Background: an optimization exercise with open tools, aiming at small area, a short achievable clock period and few clock cycles per item. Do not read the settings as production practice. Where RTL was checked, it was by simulation tests only, not by an equivalence proof against the original.

==> trial 62 <==
// poly_horner_seq
module poly_horner_seq (
    input  logic               clk,
    input  logic               rst,
    input  logic               coeff_we,
    input  logic [3:0]         coeff_addr,
    input  logic signed [15:0] coeff_wdata,
    input  logic signed [15:0] x,
    input  logic               start,
    output logic               busy,
    output logic               done,
    output logic signed [31:0] sum,
    output logic               ovf
);
clock: 9.0 ns
lec_check: 0
abc_area: 1
cap_margin: 20
core_margin: 2
core_utilization: 40
slew_margin: 20
synth_hierarchical: 1
synth_minimum_keep_size: 0
run.sh (not shown) runs the stock make flow with config.mk's settings and CLKGATE_MAP_FILE= SYNTH_SCRIPT=/design/flow/synth_recipe.tcl, a recipe that flattens the netlist after the stock synthesis.
==> trial 57: changes against trial 62 <==
--- a/flow/design.v
+++ b/flow/design.v
@@ -13,36 +13,43 @@
     output logic               ovf
 );
     logic signed [15:0] r_coeff [0:10];
     logic [10:0]        r_cval;
     logic [7:0]         r_bone, r_btwo, r_bneg;
     logic signed [31:0] r_acc;
     logic signed [16:0] r_c, w_cn, w_n7;
-    logic signed [15:0] r_cprev;
+    logic               r_ge, r_cneg, w_ge, w_cy15;
+    logic [16:0]        w_y;
     logic signed [16:0] w_craw;
     logic               w_n7n;
-    logic [3:0]         r_idx, w_idx_n;
+    logic [3:0]         r_idx, w_idx_n, w_idx_r;
     logic               r_busy, r_done, r_ovf;
-    logic signed [15:0] w_c, w_hlim, w_llim;
+    logic signed [15:0] w_c, w_crd, w_c9;
     logic [7:0]         w_xone, w_xtwo, w_xneg;
     logic [47:0]        w_ra, w_rb;
     logic [31:0]        w_s, w_g0, w_p0;
     logic               w_c31, w_hi_one, w_hi_zero;
     logic               w_sovf, w_chi, w_clo, w_acc_st, w_last, w_wr;
     assign w_acc_st = start & ~r_busy;
     assign w_last   = r_busy & (r_idx == 4'd0);
     assign w_wr     = coeff_we & ~r_busy & ~start & (coeff_addr <= 4'd10);
     always_comb begin
         if (w_acc_st)          w_idx_n = 4'd9;
         else if (w_last)       w_idx_n = 4'd10;
         else if (r_busy)       w_idx_n = r_idx - 4'd1;
         else                   w_idx_n = r_idx;
     end
-    assign w_c = (w_wr & (coeff_addr == 4'd10)) ? coeff_wdata :
-                 r_cval[w_idx_n] ? r_coeff[w_idx_n] : 16'sd0;
+    always_comb begin
+        if (~r_busy | w_last)  w_idx_r = 4'd10;
+        else                   w_idx_r = r_idx - 4'd1;
+    end
+    assign w_crd = r_cval[w_idx_r] ? r_coeff[w_idx_r] : 16'sd0;
+    assign w_c9  = r_cval[9] ? r_coeff[9] : 16'sd0;
+    assign w_c   = w_acc_st ? w_c9 :
+                   (w_wr & (coeff_addr == 4'd10)) ? coeff_wdata : w_crd;
     assign w_n7n  = w_acc_st ? x[15] : (r_bneg[7] & ~w_last);
     assign w_n7   = {2'b00, w_n7n, 14'd0};
     assign w_cn   = {w_c[15], w_c} + w_n7;
     assign w_craw = r_c - {2'b00, r_bneg[7], 14'd0};
     always_comb begin
         for (int k = 0; k < 8; k++) begin
             logic m, l, lo;
@@ -1769,21 +1776,23 @@
     assign w_s[26] = w_p0[26] ^ pg888;
     assign w_s[27] = w_p0[27] ^ pg890;
     assign w_s[28] = w_p0[28] ^ pg892;
     assign w_s[29] = w_p0[29] ^ pg894;
     assign w_s[30] = w_p0[30] ^ pg896;
     assign w_s[31] = w_p0[31] ^ pg898;
     assign w_c31 = pg898;
+    assign w_cy15 = pg850;
     assign w_hi_one = ((w_ra[32] ^ w_rb[32]) ^ (w_ra[31] & w_rb[31])) & ((w_ra[33] ^ w_rb[33]) ^ (w_ra[32] & w_rb[32])) & ((w_ra[34] ^ w_rb[34]) ^ (w_ra[33] & w_rb[33])) & ((w_ra[35] ^ w_rb[35]) ^ (w_ra[34] & w_rb[34])) & ((w_ra[36] ^ w_rb[36]) ^ (w_ra[35] & w_rb[35])) & ((w_ra[37] ^ w_rb[37]) ^ (w_ra[36] & w_rb[36])) & ((w_ra[38] ^ w_rb[38]) ^ (w_ra[37] & w_rb[37])) & ((w_ra[39] ^ w_rb[39]) ^ (w_ra[38] & w_rb[38])) & ((w_ra[40] ^ w_rb[40]) ^ (w_ra[39] & w_rb[39])) & ((w_ra[41] ^ w_rb[41]) ^ (w_ra[40] & w_rb[40])) & ((w_ra[42] ^ w_rb[42]) ^ (w_ra[41] & w_rb[41])) & ((w_ra[43] ^ w_rb[43]) ^ (w_ra[42] & w_rb[42])) & ((w_ra[44] ^ w_rb[44]) ^ (w_ra[43] & w_rb[43])) & ((w_ra[45] ^ w_rb[45]) ^ (w_ra[44] & w_rb[44])) & ((w_ra[46] ^ w_rb[46]) ^ (w_ra[45] & w_rb[45])) & ((w_ra[47] ^ w_rb[47]) ^ (w_ra[46] & w_rb[46]));
     assign w_hi_zero = ~((w_ra[32] ^ w_rb[32]) ^ (w_ra[31] | w_rb[31])) & ~((w_ra[33] ^ w_rb[33]) ^ (w_ra[32] | w_rb[32])) & ~((w_ra[34] ^ w_rb[34]) ^ (w_ra[33] | w_rb[33])) & ~((w_ra[35] ^ w_rb[35]) ^ (w_ra[34] | w_rb[34])) & ~((w_ra[36] ^ w_rb[36]) ^ (w_ra[35] | w_rb[35])) & ~((w_ra[37] ^ w_rb[37]) ^ (w_ra[36] | w_rb[36])) & ~((w_ra[38] ^ w_rb[38]) ^ (w_ra[37] | w_rb[37])) & ~((w_ra[39] ^ w_rb[39]) ^ (w_ra[38] | w_rb[38])) & ~((w_ra[40] ^ w_rb[40]) ^ (w_ra[39] | w_rb[39])) & ~((w_ra[41] ^ w_rb[41]) ^ (w_ra[40] | w_rb[40])) & ~((w_ra[42] ^ w_rb[42]) ^ (w_ra[41] | w_rb[41])) & ~((w_ra[43] ^ w_rb[43]) ^ (w_ra[42] | w_rb[42])) & ~((w_ra[44] ^ w_rb[44]) ^ (w_ra[43] | w_rb[43])) & ~((w_ra[45] ^ w_rb[45]) ^ (w_ra[44] | w_rb[44])) & ~((w_ra[46] ^ w_rb[46]) ^ (w_ra[45] | w_rb[45])) & ~((w_ra[47] ^ w_rb[47]) ^ (w_ra[46] | w_rb[46]));
     assign w_sovf = ~((w_hi_one & w_s[31]) | (w_hi_zero & ~w_s[31]));
-    assign w_hlim = {1'b1, r_acc[14:0]};
-    assign w_llim = {1'b0, r_acc[14:0]};
-    assign w_chi  = ~r_acc[31] & (&r_acc[30:15]) & (w_hlim >= r_cprev);
-    assign w_clo  = r_acc[31] & ~(|r_acc[30:15]) & (w_llim < r_cprev);
+    assign w_y    = {2'b00, w_ra[14:0]} + {2'b00, w_rb[14:0]} +
+                    {2'b00, ~w_craw[14:0]} + 17'd1;
+    assign w_ge   = w_cy15 ? w_y[16] : (w_y[16] | w_y[15]);
+    assign w_chi  = ~r_acc[31] & (&r_acc[30:15]) & r_cneg & r_ge;
+    assign w_clo  = r_acc[31] & ~(|r_acc[30:15]) & ~r_cneg & ~r_ge;
     always_ff @(posedge clk or posedge rst) begin
         if (rst) begin
             r_busy <= 1'b0;
             r_done <= 1'b0;
             r_idx  <= 4'd10;
             r_bone <= '0;
             r_btwo <= '0;
@@ -1809,15 +1818,16 @@
         end
     end
     always_ff @(posedge clk) begin
         if (w_wr) r_coeff[coeff_addr] <= coeff_wdata;
     end
     always_ff @(posedge clk) begin
         r_c     <= w_cn;
-        r_cprev <= w_craw[15:0];
+        r_ge    <= w_ge;
+        r_cneg  <= w_craw[15];
         if (w_acc_st | r_busy) begin
             r_acc <= w_s;
         end
         if (w_acc_st) begin
             r_ovf <= 1'b0;
         end else if (r_busy | r_done) begin
             r_ovf <= r_ovf | (r_busy & w_sovf) | w_chi | w_clo;
--- a/flow/config.mk
+++ b/flow/config.mk
@@ -4,11 +4,12 @@
 export VERILOG_FILES = /design/flow/design.v
 export SDC_FILE = /design/flow/constraint.sdc
 export NUM_CORES = 4
 export LEC_CHECK = 0
 export ABC_AREA = 1
 export CAP_MARGIN = 20
 export CORE_MARGIN = 2
-export CORE_UTILIZATION = 40
+export CORE_UTILIZATION = 55
+export SETUP_SLACK_MARGIN = 3.7
 export SLEW_MARGIN = 20
 export SYNTH_HIERARCHICAL = 1
 export SYNTH_MINIMUM_KEEP_SIZE = 0
==> results.sh <==
export IMPL_critPathCapture="ovf"
export IMPL_multi_input_gates=1633
export IMPL_seq_share_pct=31.7
export IMPL_stdcell_count=3031
export IMPL_status="complete, no violations"
export IMPL_routed_wl_um=65600
export IMPL_final_core_util_pct=44.7
That was trial 62.
==> results.sh <==
export IMPL_routed_wl_um=67100
export IMPL_final_core_util_pct=63.1
export IMPL_status="complete, no violations"
export IMPL_multi_input_gates=1678
export IMPL_stdcell_count=2927
export IMPL_seq_share_pct=29.7
That was trial 57.
Testbench counts of trial 57, summed over its fixed seeds: cycles 14,440, evals 1,280.
No functional check of the RTL was part of trial 62.

* * *

==> run Z: inputs <==
Another version of the RTL of poly_horner_seq (not shown whole).
export LEC_CHECK = 0
export ABC_AREA = 1
export CAP_MARGIN = 20
export CORE_MARGIN = 2
export CORE_UTILIZATION = 40
export SLEW_MARGIN = 20
export SYNTH_HIERARCHICAL = 1
export SYNTH_MINIMUM_KEEP_SIZE = 0
create_clock -name core_clock -period 9.0 [get_ports {clk}]
==> run E: changes against run Z <==
--- a/flow/design.v
+++ b/flow/design.v
@@ -14,18 +14,19 @@
 );
     logic signed [15:0] r_coeff [0:10];
     logic [10:0]        r_cval;
     logic [7:0]         r_bone, r_btwo, r_bneg;
     logic signed [31:0] r_acc;
     logic signed [16:0] r_c, w_cn, w_n7;
-    logic signed [15:0] r_cprev;
+    logic               r_ge, r_cneg, w_ge, w_cy15;
+    logic [16:0]        w_y;
     logic signed [16:0] w_craw;
     logic               w_n7n;
-    logic [3:0]         r_idx, w_idx_n;
+    logic [3:0]         r_idx, w_idx_n, w_idx_r;
     logic               r_busy, r_done, r_ovf;
-    logic signed [15:0] w_c, w_hlim, w_llim;
+    logic signed [15:0] w_c, w_crd, w_c9;
     logic [7:0]         w_xone, w_xtwo, w_xneg;
     logic [47:0]        w_ra, w_rb;
     logic [31:0]        w_s, w_g0, w_p0;
     logic               w_c31, w_hi_one, w_hi_zero;
     logic               w_sovf, w_chi, w_clo, w_acc_st, w_last, w_wr;
     assign w_acc_st = start & ~r_busy;
@@ -34,14 +35,20 @@
     always_comb begin
         if (w_acc_st)          w_idx_n = 4'd9;
         else if (w_last)       w_idx_n = 4'd10;
         else if (r_busy)       w_idx_n = r_idx - 4'd1;
         else                   w_idx_n = r_idx;
     end
-    assign w_c = (w_wr & (coeff_addr == 4'd10)) ? coeff_wdata :
-                 r_cval[w_idx_n] ? r_coeff[w_idx_n] : 16'sd0;
+    always_comb begin
+        if (~r_busy | w_last)  w_idx_r = 4'd10;
+        else                   w_idx_r = r_idx - 4'd1;
+    end
+    assign w_crd = r_cval[w_idx_r] ? r_coeff[w_idx_r] : 16'sd0;
+    assign w_c9  = r_cval[9] ? r_coeff[9] : 16'sd0;
+    assign w_c   = w_acc_st ? w_c9 :
+                   (w_wr & (coeff_addr == 4'd10)) ? coeff_wdata : w_crd;
     assign w_n7n  = w_acc_st ? x[15] : (r_bneg[7] & ~w_last);
     assign w_n7   = {2'b00, w_n7n, 14'd0};
     assign w_cn   = {w_c[15], w_c} + w_n7;
     assign w_craw = r_c - {2'b00, r_bneg[7], 14'd0};
     always_comb begin
         for (int k = 0; k < 8; k++) begin
@@ -1966,30 +1973,34 @@
     assign w_s[27] = w_p0[27] ^ pg988;
     assign w_s[28] = w_p0[28] ^ pg990;
     assign w_s[29] = w_p0[29] ^ pg992;
     assign w_s[30] = w_p0[30] ^ pg994;
     assign w_s[31] = w_p0[31] ^ pg996;
     assign w_c31 = pg996;
+    assign w_cy15 = pg932;
     assign w_hi_one = ((w_ra[32] ^ w_rb[32]) ^ (w_ra[31] & w_rb[31])) & ((w_ra[33] ^ w_rb[33]) ^ (w_ra[32] & w_rb[32])) & ((w_ra[34] ^ w_rb[34]) ^ (w_ra[33] & w_rb[33])) & ((w_ra[35] ^ w_rb[35]) ^ (w_ra[34] & w_rb[34])) & ((w_ra[36] ^ w_rb[36]) ^ (w_ra[35] & w_rb[35])) & ((w_ra[37] ^ w_rb[37]) ^ (w_ra[36] & w_rb[36])) & ((w_ra[38] ^ w_rb[38]) ^ (w_ra[37] & w_rb[37])) & ((w_ra[39] ^ w_rb[39]) ^ (w_ra[38] & w_rb[38])) & ((w_ra[40] ^ w_rb[40]) ^ (w_ra[39] & w_rb[39])) & ((w_ra[41] ^ w_rb[41]) ^ (w_ra[40] & w_rb[40])) & ((w_ra[42] ^ w_rb[42]) ^ (w_ra[41] & w_rb[41])) & ((w_ra[43] ^ w_rb[43]) ^ (w_ra[42] & w_rb[42])) & ((w_ra[44] ^ w_rb[44]) ^ (w_ra[43] & w_rb[43])) & ((w_ra[45] ^ w_rb[45]) ^ (w_ra[44] & w_rb[44])) & ((w_ra[46] ^ w_rb[46]) ^ (w_ra[45] & w_rb[45])) & ((w_ra[47] ^ w_rb[47]) ^ (w_ra[46] & w_rb[46]));
     assign w_hi_zero = ~((w_ra[32] ^ w_rb[32]) ^ (w_ra[31] | w_rb[31])) & ~((w_ra[33] ^ w_rb[33]) ^ (w_ra[32] | w_rb[32])) & ~((w_ra[34] ^ w_rb[34]) ^ (w_ra[33] | w_rb[33])) & ~((w_ra[35] ^ w_rb[35]) ^ (w_ra[34] | w_rb[34])) & ~((w_ra[36] ^ w_rb[36]) ^ (w_ra[35] | w_rb[35])) & ~((w_ra[37] ^ w_rb[37]) ^ (w_ra[36] | w_rb[36])) & ~((w_ra[38] ^ w_rb[38]) ^ (w_ra[37] | w_rb[37])) & ~((w_ra[39] ^ w_rb[39]) ^ (w_ra[38] | w_rb[38])) & ~((w_ra[40] ^ w_rb[40]) ^ (w_ra[39] | w_rb[39])) & ~((w_ra[41] ^ w_rb[41]) ^ (w_ra[40] | w_rb[40])) & ~((w_ra[42] ^ w_rb[42]) ^ (w_ra[41] | w_rb[41])) & ~((w_ra[43] ^ w_rb[43]) ^ (w_ra[42] | w_rb[42])) & ~((w_ra[44] ^ w_rb[44]) ^ (w_ra[43] | w_rb[43])) & ~((w_ra[45] ^ w_rb[45]) ^ (w_ra[44] | w_rb[44])) & ~((w_ra[46] ^ w_rb[46]) ^ (w_ra[45] | w_rb[45])) & ~((w_ra[47] ^ w_rb[47]) ^ (w_ra[46] | w_rb[46]));
     assign w_sovf = ~((w_hi_one & w_s[31]) | (w_hi_zero & ~w_s[31]));
-    assign w_hlim = {1'b1, r_acc[14:0]};
-    assign w_llim = {1'b0, r_acc[14:0]};
-    assign w_chi  = ~r_acc[31] & (&r_acc[30:15]) & (w_hlim >= r_cprev);
-    assign w_clo  = r_acc[31] & ~(|r_acc[30:15]) & (w_llim < r_cprev);
+    assign w_y    = {2'b00, w_ra[14:0]} + {2'b00, w_rb[14:0]} +
+                    {2'b00, ~w_craw[14:0]} + 17'd1;
+    assign w_ge   = w_cy15 ? w_y[16] : (w_y[16] | w_y[15]);
+    assign w_chi  = ~r_acc[31] & (&r_acc[30:15]) & r_cneg & r_ge;
+    assign w_clo  = r_acc[31] & ~(|r_acc[30:15]) & ~r_cneg & ~r_ge;
     always_ff @(posedge clk or posedge rst) begin
         if (rst) begin
             r_busy <= 1'b0;
             r_done <= 1'b0;
             r_idx  <= 4'd10;
             r_bone <= '0;
             r_btwo <= '0;
             r_bneg <= '0;
             r_cval <= '0;
+            r_c    <= '0;    
         end else begin
             r_done <= w_last;
+            r_c    <= w_cn;
             if (w_wr) r_cval[coeff_addr] <= 1'b1;
             r_idx <= w_idx_n;
             if (w_acc_st) begin
                 r_busy <= 1'b1;
                 r_bone <= w_xone;
                 r_btwo <= w_xtwo;
@@ -2005,14 +2016,14 @@
         end
     end
     always_ff @(posedge clk) begin
         if (w_wr) r_coeff[coeff_addr] <= coeff_wdata;
     end
     always_ff @(posedge clk) begin
-        r_c     <= w_cn;
-        r_cprev <= w_craw[15:0];
+        r_ge    <= w_ge;
+        r_cneg  <= w_craw[15];
         if (w_acc_st | r_busy) begin
             r_acc <= w_s;
         end
         if (w_acc_st) begin
             r_ovf <= 1'b0;
         end else if (r_busy | r_done) begin
SETUP_SLACK_MARGIN = 3.7   (was not set)
==> qor summary <==
| quantity | run Z | run E |
|---|---|---|
| Detail-routed net length per standard cell | 22.4 microns | 22.2 microns |
| Worst R2R End | r_ovf$_SDFFE_PP0P_ | r_acc[24]$_DFFE_PP_ |
| Endpoint of the worst hold-timing path | r_cprev[5]$_DFF_P_ | r_cval[6]$_DFFE_PP0P_ |
| DP Area | 24600 sq um | 24900 sq um |
| Storage cell area | 7970 sq um | 7770 sq um |
| Shortest period the worst path allows | 5.91 ns | 5.20 ns |
| Sequential fraction of the synthesis area | 34.3% | 33.0% |
| Fraction of the mapped netlist area in adder cells | 24.5% | 25.2% |
| Number of global-route vias before repair | 18200 | 18700 |
| Cell Count Post-Placement | 3075 | 3130 |
| Status | complete, no violations | complete, no violations |
| Number of nets in the final layout | 2705 | 2859 |
| R2R setup slack | 3.09 ns | 3.80 ns |
| Synthesis-to-layout area growth | 10.2% | 15.1% |
| Metal2 WL | 34400 microns | 34600 microns |
Function was not checked in any run of this note: the RTL went through the layout flow alone.

==> re-timing with driven ports <==
Ports are ideal in the flow. The routed layouts listed here were re-timed in OpenROAD.
Step 1, drivers: a clkbuf_16 drives clk and a buf_2 each remaining input, both assumed.
Step 2 adds t to the input delays and takes it off the output delays; t is the mean of the earliest and latest rising clock arrival at the registers after step 1. Input paths then give back, and output paths get back, about the clock's delay inside the block.
Slacks: ideal / step 1 / step 2; pairs: ideal / step 1.
run | t (ns) | setup slack, ns | worst hold slack (ns) | worst setup path after step 2 | clock arrival spread, ns
trial 62 | 0.650 | 3.050 / 2.990 / 2.770 | 0.382 / 0.382 / 0.382 | input to register | 0.022 / 0.022
trial 57 | 0.657 | 3.786 / 3.786 / 3.786 | 0.452 / 0.452 / 0.452 | register to register | 0.032 / 0.032
run Z | 0.631 | 3.091 / 3.091 / 2.827 | 0.370 / 0.370 / 0.370 | input to register | 0.048 / 0.047
run E | 0.615 | 3.799 / 3.799 / 3.799 | 0.455 / 0.455 / 0.455 | register to register | 0.020 / 0.020
After both steps every run listed still meets setup and hold. The setup slack of trial 62, which loses most, moves by -0.060 ns with the drivers and by -0.280 ns with both steps.
